What follows belongs to an exercise in optimizing a design on an open flow for small area; a production flow would make more cautious choices. Only simulation tests tie the RTL to the original design; equivalence was not proved. Power figures rest on the tool's default switching activity, not on a simulated workload.

== v6 ==
==> flow/design.v <==
package mips_pkg;
  localparam int REG_W  = 5;
  localparam int DATA_W = 32;
  localparam int TY_W   = 4;
  localparam logic [TY_W-1:0] TY_NOP  = 4'd0;
  localparam logic [TY_W-1:0] TY_ADD  = 4'd1;
  localparam logic [TY_W-1:0] TY_SUB  = 4'd2;
  localparam logic [TY_W-1:0] TY_AND  = 4'd3;
  localparam logic [TY_W-1:0] TY_OR   = 4'd4;
  localparam logic [TY_W-1:0] TY_SLT  = 4'd5;
  localparam logic [TY_W-1:0] TY_ADDI = 4'd6;
  localparam logic [TY_W-1:0] TY_SW   = 4'd7;
  typedef struct packed {
    logic [DATA_W-1:0] a;
    logic [DATA_W-1:0] b;
    logic [REG_W-1:0]  src_a;
    logic [REG_W-1:0]  src_b;
    logic [REG_W-1:0]  wb_tgt;
    logic [TY_W-1:0]   itype;
    logic [15:0]       sw_off;
  } id_ex_t;
  function automatic logic is_rtype(input logic [TY_W-1:0] t);
    is_rtype = (t >= TY_ADD) && (t <= TY_SLT);
  endfunction
endpackage
module reg_file
(
  input  logic                        clk,
  input  logic                        rst_n,
  input  logic                        we,
  input  logic [mips_pkg::REG_W-1:0]  waddr,
  input  logic [mips_pkg::DATA_W-1:0] wdata,
  output logic [31:0]                 wsel,     
  output logic [31:0]                 vld,      
  output logic [31:0][mips_pkg::DATA_W-1:0] mem
);
  logic [31:0] vld_q;
  always_comb begin
    for (int i = 0; i < 32; i++)
      wsel[i] = we && (waddr == i[4:0]) && (i != 0);
  end
  assign vld = vld_q;
  always_ff @(posedge clk or negedge rst_n) begin
    if (!rst_n) vld_q <= '0;
    else        vld_q <= vld_q | wsel;
  end
  assign mem[0] = '0;
  for (genvar i = 1; i < 32; i++) begin : g_row
    rf_row u_row (
      .clk   (clk),
      .load  (wsel[i]),
      .hold  (!wsel[i]),
      .wdata (wdata),
      .q     (mem[i])
    );
  end
endmodule
module rf_row
(
  input  logic                        clk,
  input  logic                        load,
  input  logic                        hold,
  input  logic [mips_pkg::DATA_W-1:0] wdata,
  output logic [mips_pkg::DATA_W-1:0] q
);
  always_ff @(posedge clk) begin
    q <= ({mips_pkg::DATA_W{load}} & wdata) | ({mips_pkg::DATA_W{hold}} & q);
  end
endmodule
module rd_bit #(
  parameter int N = 32
) (
  input  logic [N-1:0] s,
  input  logic [N-1:0] d,
  output logic         y
);
  localparam int G = N / 3;
  localparam int R = N % 3;
  localparam int T = G + (R != 0);
  logic [T-1:0] g;
  for (genvar k = 0; k < G; k++) begin : g_aoi
    aoi222 u_aoi (
      .a0 (s[3*k]),   .b0 (d[3*k]),
      .a1 (s[3*k+1]), .b1 (d[3*k+1]),
      .a2 (s[3*k+2]), .b2 (d[3*k+2]),
      .y  (g[k])
    );
  end
  if (R == 2) begin : g_r2
    aoi22 u_aoi (
      .a0 (s[3*G]),   .b0 (d[3*G]),
      .a1 (s[3*G+1]), .b1 (d[3*G+1]),
      .y  (g[G])
    );
  end else if (R == 1) begin : g_r1
    assign g[G] = !(s[3*G] && d[3*G]);
  end
  assign y = !(&g);
endmodule
module aoi222
(
  input  logic a0, b0, a1, b1, a2, b2,
  output logic y
);
  assign y = !((a0 && b0) || (a1 && b1) || (a2 && b2));
endmodule
module aoi22
(
  input  logic a0, b0, a1, b1,
  output logic y
);
  assign y = !((a0 && b0) || (a1 && b1));
endmodule
module instruction_decode_stage
(
  input  logic              clk,
  input  logic              reset,
  input  logic              done_in_ID,
  input  logic              done_in_WB,
  input  logic              wb_en,
  input  logic [mips_pkg::REG_W-1:0]  wb_addr,
  input  logic [mips_pkg::DATA_W-1:0] wb_data,
  input  logic [mips_pkg::REG_W-1:0]  rs,
  input  logic [mips_pkg::REG_W-1:0]  rt,
  input  logic [mips_pkg::REG_W-1:0]  rd,
  input  logic [mips_pkg::DATA_W-1:0] imm,
  input  logic              has_rs,
  input  logic              has_rt,
  input  logic              has_rd,
  input  logic              has_imm,
  input  logic [mips_pkg::TY_W-1:0]   instr_type_IF,
  output logic [mips_pkg::DATA_W-1:0] A,
  output logic [mips_pkg::DATA_W-1:0] B,
  output logic [mips_pkg::REG_W-1:0]  sourceA,
  output logic [mips_pkg::REG_W-1:0]  sourceB,
  output logic [mips_pkg::REG_W-1:0]  wb_tgt_ID,
  output logic [mips_pkg::TY_W-1:0]   instr_type_ID,
  output logic [15:0]       sw_offset,
  output logic              done_ID,
  output logic              done_WB
);
  logic [mips_pkg::REG_W-1:0]  src_a;
  logic [31:0][mips_pkg::DATA_W-1:0] mem;
  logic [31:0]       wsel, vld;
  logic [31:0]       sel_a;           
  logic [32:0]       sel_b;           
  logic [mips_pkg::DATA_W-1:0][31:0] dat_a;
  logic [mips_pkg::DATA_W-1:0][32:0] dat_b;
  logic [mips_pkg::DATA_W-1:0] rdata_a;
  logic [mips_pkg::DATA_W-1:0] rdata_b;
  logic              is_r;
  logic              is_addi;
  logic              is_sw;
  logic              use_a, use_b;
  logic              byp_a, byp_b;
  mips_pkg::id_ex_t  ex_d;
  mips_pkg::id_ex_t  ex_q;
  logic              done_id_q;
  logic              done_wb_q;
  assign src_a = has_rs ? rs : '0;
  assign is_r    = !done_in_ID && mips_pkg::is_rtype(instr_type_IF);
  assign is_addi = !done_in_ID && (instr_type_IF == mips_pkg::TY_ADDI);
  assign is_sw   = !done_in_ID && (instr_type_IF == mips_pkg::TY_SW);
  assign use_a   = is_r || is_addi || is_sw;
  assign use_b   = is_r || is_sw;
  reg_file u_rf (
    .clk     (clk),
    .rst_n   (reset),
    .we      (wb_en),
    .waddr   (wb_addr),
    .wdata   (wb_data),
    .wsel    (wsel),
    .vld     (vld),
    .mem     (mem)
  );
  assign byp_a = wb_en && (wb_addr == src_a) && (src_a != '0);
  assign byp_b = wb_en && (wb_addr == rt) && (rt != '0);
  logic [3:0] hi_a, hi_b;
  logic [7:0] lo_a, lo_b;
  always_comb begin
    for (int j = 0; j < 4; j++) begin
      hi_a[j] = use_a && !byp_a && (src_a[4:3] == j[1:0]);
      hi_b[j] = use_b && !byp_b && (rt[4:3] == j[1:0]);
    end
    for (int k = 0; k < 8; k++) begin
      lo_a[k] = (src_a[2:0] == k[2:0]);
      lo_b[k] = (rt[2:0] == k[2:0]);
    end
    for (int i = 1; i < 32; i++) begin
      sel_a[i-1] = hi_a[i/8] && lo_a[i%8] && vld[i];
      sel_b[i-1] = hi_b[i/8] && lo_b[i%8] && vld[i];
    end
    sel_a[31] = use_a && byp_a;
    sel_b[31] = use_b && byp_b;
    sel_b[32] = is_addi;
  end
  for (genvar b = 0; b < mips_pkg::DATA_W; b++) begin : g_rd
    always_comb begin
      for (int i = 1; i < 32; i++) begin
        dat_a[b][i-1] = mem[i][b];
        dat_b[b][i-1] = mem[i][b];
      end
      dat_a[b][31] = wb_data[b];
      dat_b[b][31] = wb_data[b];
      dat_b[b][32] = imm[b];
    end
    rd_bit #(.N(32)) u_rd_a (.s(sel_a), .d(dat_a[b]), .y(rdata_a[b]));
    rd_bit #(.N(33)) u_rd_b (.s(sel_b), .d(dat_b[b]), .y(rdata_b[b]));
  end
  always_comb begin
    ex_d   = '0;
    ex_d.a = rdata_a;
    ex_d.b = rdata_b;
    if (use_a)   ex_d.src_a  = src_a;
    if (use_b)   ex_d.src_b  = rt;
    if (is_r)    ex_d.wb_tgt = has_rd ? rd : '0;
    if (is_addi) ex_d.wb_tgt = rt;
    if (use_a)   ex_d.itype  = instr_type_IF;
    if (is_sw)   ex_d.sw_off = imm[15:0];
  end
  always_ff @(posedge clk or negedge reset) begin
    if (!reset) begin
      ex_q      <= '0;
      done_id_q <= 1'b0;
      done_wb_q <= 1'b0;
    end else begin
      ex_q      <= ex_d;
      done_id_q <= done_id_q | done_in_ID;
      done_wb_q <= done_wb_q | done_in_WB;
    end
  end
  assign A             = ex_q.a;
  assign B             = ex_q.b;
  assign sourceA       = ex_q.src_a;
  assign sourceB       = ex_q.src_b;
  assign wb_tgt_ID     = ex_q.wb_tgt;
  assign instr_type_ID = ex_q.itype;
  assign sw_offset     = ex_q.sw_off;
  assign done_ID       = done_id_q;
  assign done_WB       = done_wb_q;
endmodule
export LEC_CHECK = 0
export CAP_MARGIN = 10
export CORE_MARGIN = 2
export CORE_UTILIZATION = 60
export CTS_BUF_LIST = sky130_fd_sc_hd__clkbuf_4
export CTS_CLUSTER_DIAMETER = 35
export CTS_CLUSTER_SIZE = 8
export GPL_TIMING_DRIVEN = 0
export SETUP_SLACK_MARGIN = 0.1
export SLEW_MARGIN = 10
export SYNTH_HIERARCHICAL = 1
create_clock -name core_clock -period 5.0 [get_ports {clk}]
standard.sh (not shown) runs the stock make flow with config.mk's settings and CLKGATE_MAP_FILE= SYNTH_SCRIPT=/design/flow/synth_recipe.tcl, a recipe that flattens the netlist after the stock synthesis.
==> flow/flow/run.sh <==
#!/bin/bash
# The standard layout (standard.sh: the standard flow's synthesis and ORFS flow,
# unchanged power grid and tap cells), with these changes:
#  - ports are buffered with sky130_fd_sc_hd__buf_1 instead of the
#    default delay buffer;
#  - clock tree synthesis uses clkbuf_4 clusters of up to 8 sinks and
#    inserts no dummy loads;
#  - after global routing, repair_timing -recover_power downsizes gates
#    off the critical paths (RECOVER_POWER=100), then repair_design fixes
#    any slew or capacitance violation that leaves (flow/grt_hook.tcl).
# The make output goes to flow_make.log; each ORFS step keeps its own log
# under orfs/logs/.
set -euo pipefail
here=$(pwd)
bash standard.sh \
  "BUFFER_PORTS_ARGS=-buffer_cell sky130_fd_sc_hd__buf_1" \
  "CTS_ARGS=-sink_clustering_enable -repair_clock_nets -buf_list sky130_fd_sc_hd__clkbuf_4 -sink_clustering_size 8 -sink_clustering_max_diameter 35 -dont_use_dummy_load" \
  RECOVER_POWER=100 \
  "PRE_GLOBAL_ROUTE_TCL=$here/flow/grt_hook.tcl" \
  finish > flow_make.log 2>&1
==> flow/flow/grt_hook.tcl <==
# Sourced by ORFS's global_route.tcl before global routing (PRE_GLOBAL_ROUTE_TCL).
# Replaces recover_power_helper: after repair_timing -recover_power has
# downsized gates off the critical paths, repair_design runs again so that
# no net is left with a max-slew or max-capacitance violation, and the
# cells are legalised again. The caller wraps this in an incremental
# global route.
proc recover_power_helper { } {
  if { $::env(RECOVER_POWER) == 0 } {
    return
  }
  puts "Percent of paths optimized $::env(RECOVER_POWER)"
  log_cmd repair_timing -verbose -recover_power $::env(RECOVER_POWER) \
    -setup_margin $::env(SETUP_SLACK_MARGIN)
  repair_design_helper
  log_cmd detailed_placement
  report_tns
  report_wns
}
The following lists how v7 was set up differently from v6:
diff --git a/flow/config.mk b/flow/config.mk
--- a/flow/config.mk
+++ b/flow/config.mk
@@ -8,10 +8,10 @@
 export CAP_MARGIN = 10
 export CORE_MARGIN = 2
-export CORE_UTILIZATION = 60
+export CORE_UTILIZATION = 68
 export CTS_BUF_LIST = sky130_fd_sc_hd__clkbuf_4
 export CTS_CLUSTER_DIAMETER = 35
 export CTS_CLUSTER_SIZE = 8
 export GPL_TIMING_DRIVEN = 0
-export SETUP_SLACK_MARGIN = 0.1
+export SETUP_SLACK_MARGIN = 0.15
 export SLEW_MARGIN = 10
 export SYNTH_HIERARCHICAL = 1
Results
- v7 had finished all stages when the layout checks came back failing, citing negative hold slack.
- Compared with v6, in v7 setup slack moved down; final critical path time including I/O delays and setup moved up; non-clock buffer count level.
- Summary of v7 over v6: power of the clock network moved down; total power ~0 delta; combinational cell fraction of total power now sits higher; overall via count from detail_route now sits higher; detailed-route wire length rose by 2.3%.

---

Starts from the design.v that is shown in full above.
clock: 5.0 ns
lec_check: 0
cap_margin: 10
core_margin: 2
core_utilization: 60
cts_buf_list: sky130_fd_sc_hd__clkbuf_4
cts_cluster_diameter: 40
cts_cluster_size: 10
gpl_timing_driven: 0
setup_slack_margin: 0.15
slew_margin: 10
synth_hierarchical: 1
==> flow/flow/run.sh <==
#!/bin/bash
# The standard layout (standard.sh: the standard flow's synthesis and ORFS flow,
# unchanged power grid and tap cells), with two changes:
#  - ports are buffered with sky130_fd_sc_hd__buf_1 instead of the
#    default delay buffer;
#  - clock tree synthesis inserts no dummy loads.
# The make output goes to flow_make.log; each ORFS step keeps its own log
# under orfs/logs/.
set -euo pipefail
bash standard.sh \
  "BUFFER_PORTS_ARGS=-buffer_cell sky130_fd_sc_hd__buf_1" \
  "CTS_ARGS=-sink_clustering_enable -repair_clock_nets -buf_list sky130_fd_sc_hd__clkbuf_4 -sink_clustering_size 10 -sink_clustering_max_diameter 40 -dont_use_dummy_load" \
  finish > flow_make.log 2>&1
==> next run, changes <==
--- a/flow/flow/run.sh
+++ b/flow/flow/run.sh
@@ -3 +3 @@
-# unchanged power grid and tap cells), with two changes:
+# unchanged power grid and tap cells), with these changes:
@@ -6 +6,4 @@
-#  - clock tree synthesis inserts no dummy loads.
+#  - clock tree synthesis uses clkbuf_8 clusters of up to 16 sinks and inserts no
+#    dummy loads;
+#  - after global routing, repair_timing -recover_power downsizes gates
+#    off the critical paths (RECOVER_POWER=100).
@@ -12 +15,2 @@
-  "CTS_ARGS=-sink_clustering_enable -repair_clock_nets -buf_list sky130_fd_sc_hd__clkbuf_4 -sink_clustering_size 10 -sink_clustering_max_diameter 40 -dont_use_dummy_load" \
+  "CTS_ARGS=-sink_clustering_enable -repair_clock_nets -buf_list sky130_fd_sc_hd__clkbuf_8 -sink_clustering_size 16 -sink_clustering_max_diameter 50 -dont_use_dummy_load" \
+  RECOVER_POWER=100 \
Settings changed: CTS_BUF_LIST sky130_fd_sc_hd__clkbuf_4 to sky130_fd_sc_hd__clkbuf_8, CTS_CLUSTER_DIAMETER 40 to 50, CTS_CLUSTER_SIZE 10 to 16.
After rerunning: With this change the flow produced a layout that fails on capacitance limit, slew limit. Clock-buffer cell count goes down by 41. Core utilization goes down by 0.87 points. Sequential share of layout area rose by 0.58 points.
==> next run, changes <==
--- a/flow/flow/run.sh
+++ b/flow/flow/run.sh
@@ -6,2 +6,2 @@
-#  - clock tree synthesis uses clkbuf_8 clusters of up to 16 sinks and inserts no
-#    dummy loads;
+#  - clock tree synthesis uses clkbuf_4 clusters of up to 8 sinks and
+#    inserts no dummy loads;
@@ -9 +9,2 @@
-#    off the critical paths (RECOVER_POWER=100).
+#    off the critical paths (RECOVER_POWER=100), then repair_design fixes
+#    any slew or capacitance violation that leaves (flow/grt_hook.tcl).
@@ -12,0 +14 @@
+here=$(pwd)
@@ -15 +17 @@
-  "CTS_ARGS=-sink_clustering_enable -repair_clock_nets -buf_list sky130_fd_sc_hd__clkbuf_8 -sink_clustering_size 16 -sink_clustering_max_diameter 50 -dont_use_dummy_load" \
+  "CTS_ARGS=-sink_clustering_enable -repair_clock_nets -buf_list sky130_fd_sc_hd__clkbuf_4 -sink_clustering_size 8 -sink_clustering_max_diameter 35 -dont_use_dummy_load" \
@@ -16,0 +19 @@
+  "PRE_GLOBAL_ROUTE_TCL=$here/flow/grt_hook.tcl" \
==> flow/flow/grt_hook.tcl (new file) <==
# Sourced by ORFS's global_route.tcl before global routing (PRE_GLOBAL_ROUTE_TCL).
# Replaces recover_power_helper: after repair_timing -recover_power has
# downsized gates off the critical paths, repair_design runs again so that
# no net is left with a max-slew or max-capacitance violation, and the
# cells are legalised again. The caller wraps this in an incremental
# global route.
proc recover_power_helper { } {
  if { $::env(RECOVER_POWER) == 0 } {
    return
  }
  puts "Percent of paths optimized $::env(RECOVER_POWER)"
  log_cmd repair_timing -verbose -recover_power $::env(RECOVER_POWER) \
    -setup_margin $::env(SETUP_SLACK_MARGIN)
  repair_design_helper
  log_cmd detailed_placement
  report_tns
  report_wns
}
Settings changed: CAP_MARGIN 10 to 20, CTS_BUF_LIST sky130_fd_sc_hd__clkbuf_8 to sky130_fd_sc_hd__clkbuf_4, CTS_CLUSTER_DIAMETER 50 to 35, CTS_CLUSTER_SIZE 16 to 8, SLEW_MARGIN 10 to 20.
This time the run passed the timing, DRC and antenna checks.
Wire length goes up by 0.44%.
Hold slack degrades by 0.044 ns.
Non-clock buffer count went up by 22.
Register-to-register slack gets better by 0.32 ns.
Sequential share of layout area is about the same.
Synthesized area stays the same.
==> next run, changes <==
==> flow/flow/run.sh (replaced) <==
#!/bin/bash
# The standard layout (standard.sh: the standard flow's synthesis and ORFS flow,
# unchanged power grid and tap cells), with two changes:
#  - ports are buffered with sky130_fd_sc_hd__buf_1 instead of the
#    default delay buffer;
#  - clock tree synthesis uses clkbuf_8 clusters of up to 16 sinks and
#    inserts no dummy loads.
# The make output goes to flow_make.log; each ORFS step keeps its own log
# under orfs/logs/.
set -euo pipefail
bash standard.sh \
  "BUFFER_PORTS_ARGS=-buffer_cell sky130_fd_sc_hd__buf_1" \
  "CTS_ARGS=-sink_clustering_enable -repair_clock_nets -buf_list sky130_fd_sc_hd__clkbuf_8 -sink_clustering_size 16 -sink_clustering_max_diameter 50 -dont_use_dummy_load" \
  finish > flow_make.log 2>&1
Settings changed: CAP_MARGIN 20 to 10, CTS_BUF_LIST sky130_fd_sc_hd__clkbuf_4 to sky130_fd_sc_hd__clkbuf_8, CTS_CLUSTER_DIAMETER 35 to 50, CTS_CLUSTER_SIZE 8 to 16, SLEW_MARGIN 20 to 10.
removed: flow/flow/grt_hook.tcl
Outcome: Global-route usage came out lower by 0.35 points; non-clock buffer count decreases by 22; synthesized cell count stays the same; setup slack gets better by 0.19 ns; wire length fell slightly; synthesized area does not change; via count shrinks slightly; total power climbs slightly; hold slack degrades by 0.047 ns; clock skew came out lower by 0.037 ns.

-- afterwards: timing with drivers on the ports --
In the flow no input, the clock included, has a driving cell. The finished layouts below were timed again as built, in two steps. Step 1: set_driving_cell puts a clkbuf_16 on clk and a buf_2 on each other input, an assumption about the parent block. Step 2 also shifts input and output timing later by t, the mid clock arrival at the registers, as if the neighbouring blocks saw the same clock. Three values: no drivers, after step 1, after step 2; two values: the first two.
| run | t, ns | setup WS [ns] | hold slack, ns | worst setup path after step 2 | latest minus earliest clock arrival (ns) |
|---|---|---|---|---|---|
| v6 | 1.116 | 0.185 / 0.228 / -0.889 | 0.129 / 0.082 / 0.471 | input to register | 0.152 / 0.151 |
| v7 | 1.196 | 0.168 / 0.206 / -0.990 | -0.308 / -0.356 / 0.477 | input to register | 0.158 / 0.158 |
| the first run of note 2 | 1.093 | 0.515 / 0.556 / -0.537 | 0.164 / 0.120 / 0.477 | input to register | 0.142 / 0.142 |
| the second run of note 2 | 0.821 | 0.221 / 0.262 / -0.559 | 0.204 / 0.168 / 0.473 | input to register | 0.092 / 0.092 |
| the third run of note 2 | 1.099 | 0.208 / 0.222 / -0.876 | 0.160 / 0.113 / 0.477 | input to register | 0.135 / 0.135 |
| the fourth run of note 2 | 0.827 | 0.397 / 0.436 / -0.391 | 0.113 / 0.065 / 0.471 | input to register | 0.087 / 0.087 |
The setup slack of v7, which loses most, moves by +0.038 ns with the drivers and by -1.158 ns with both steps.
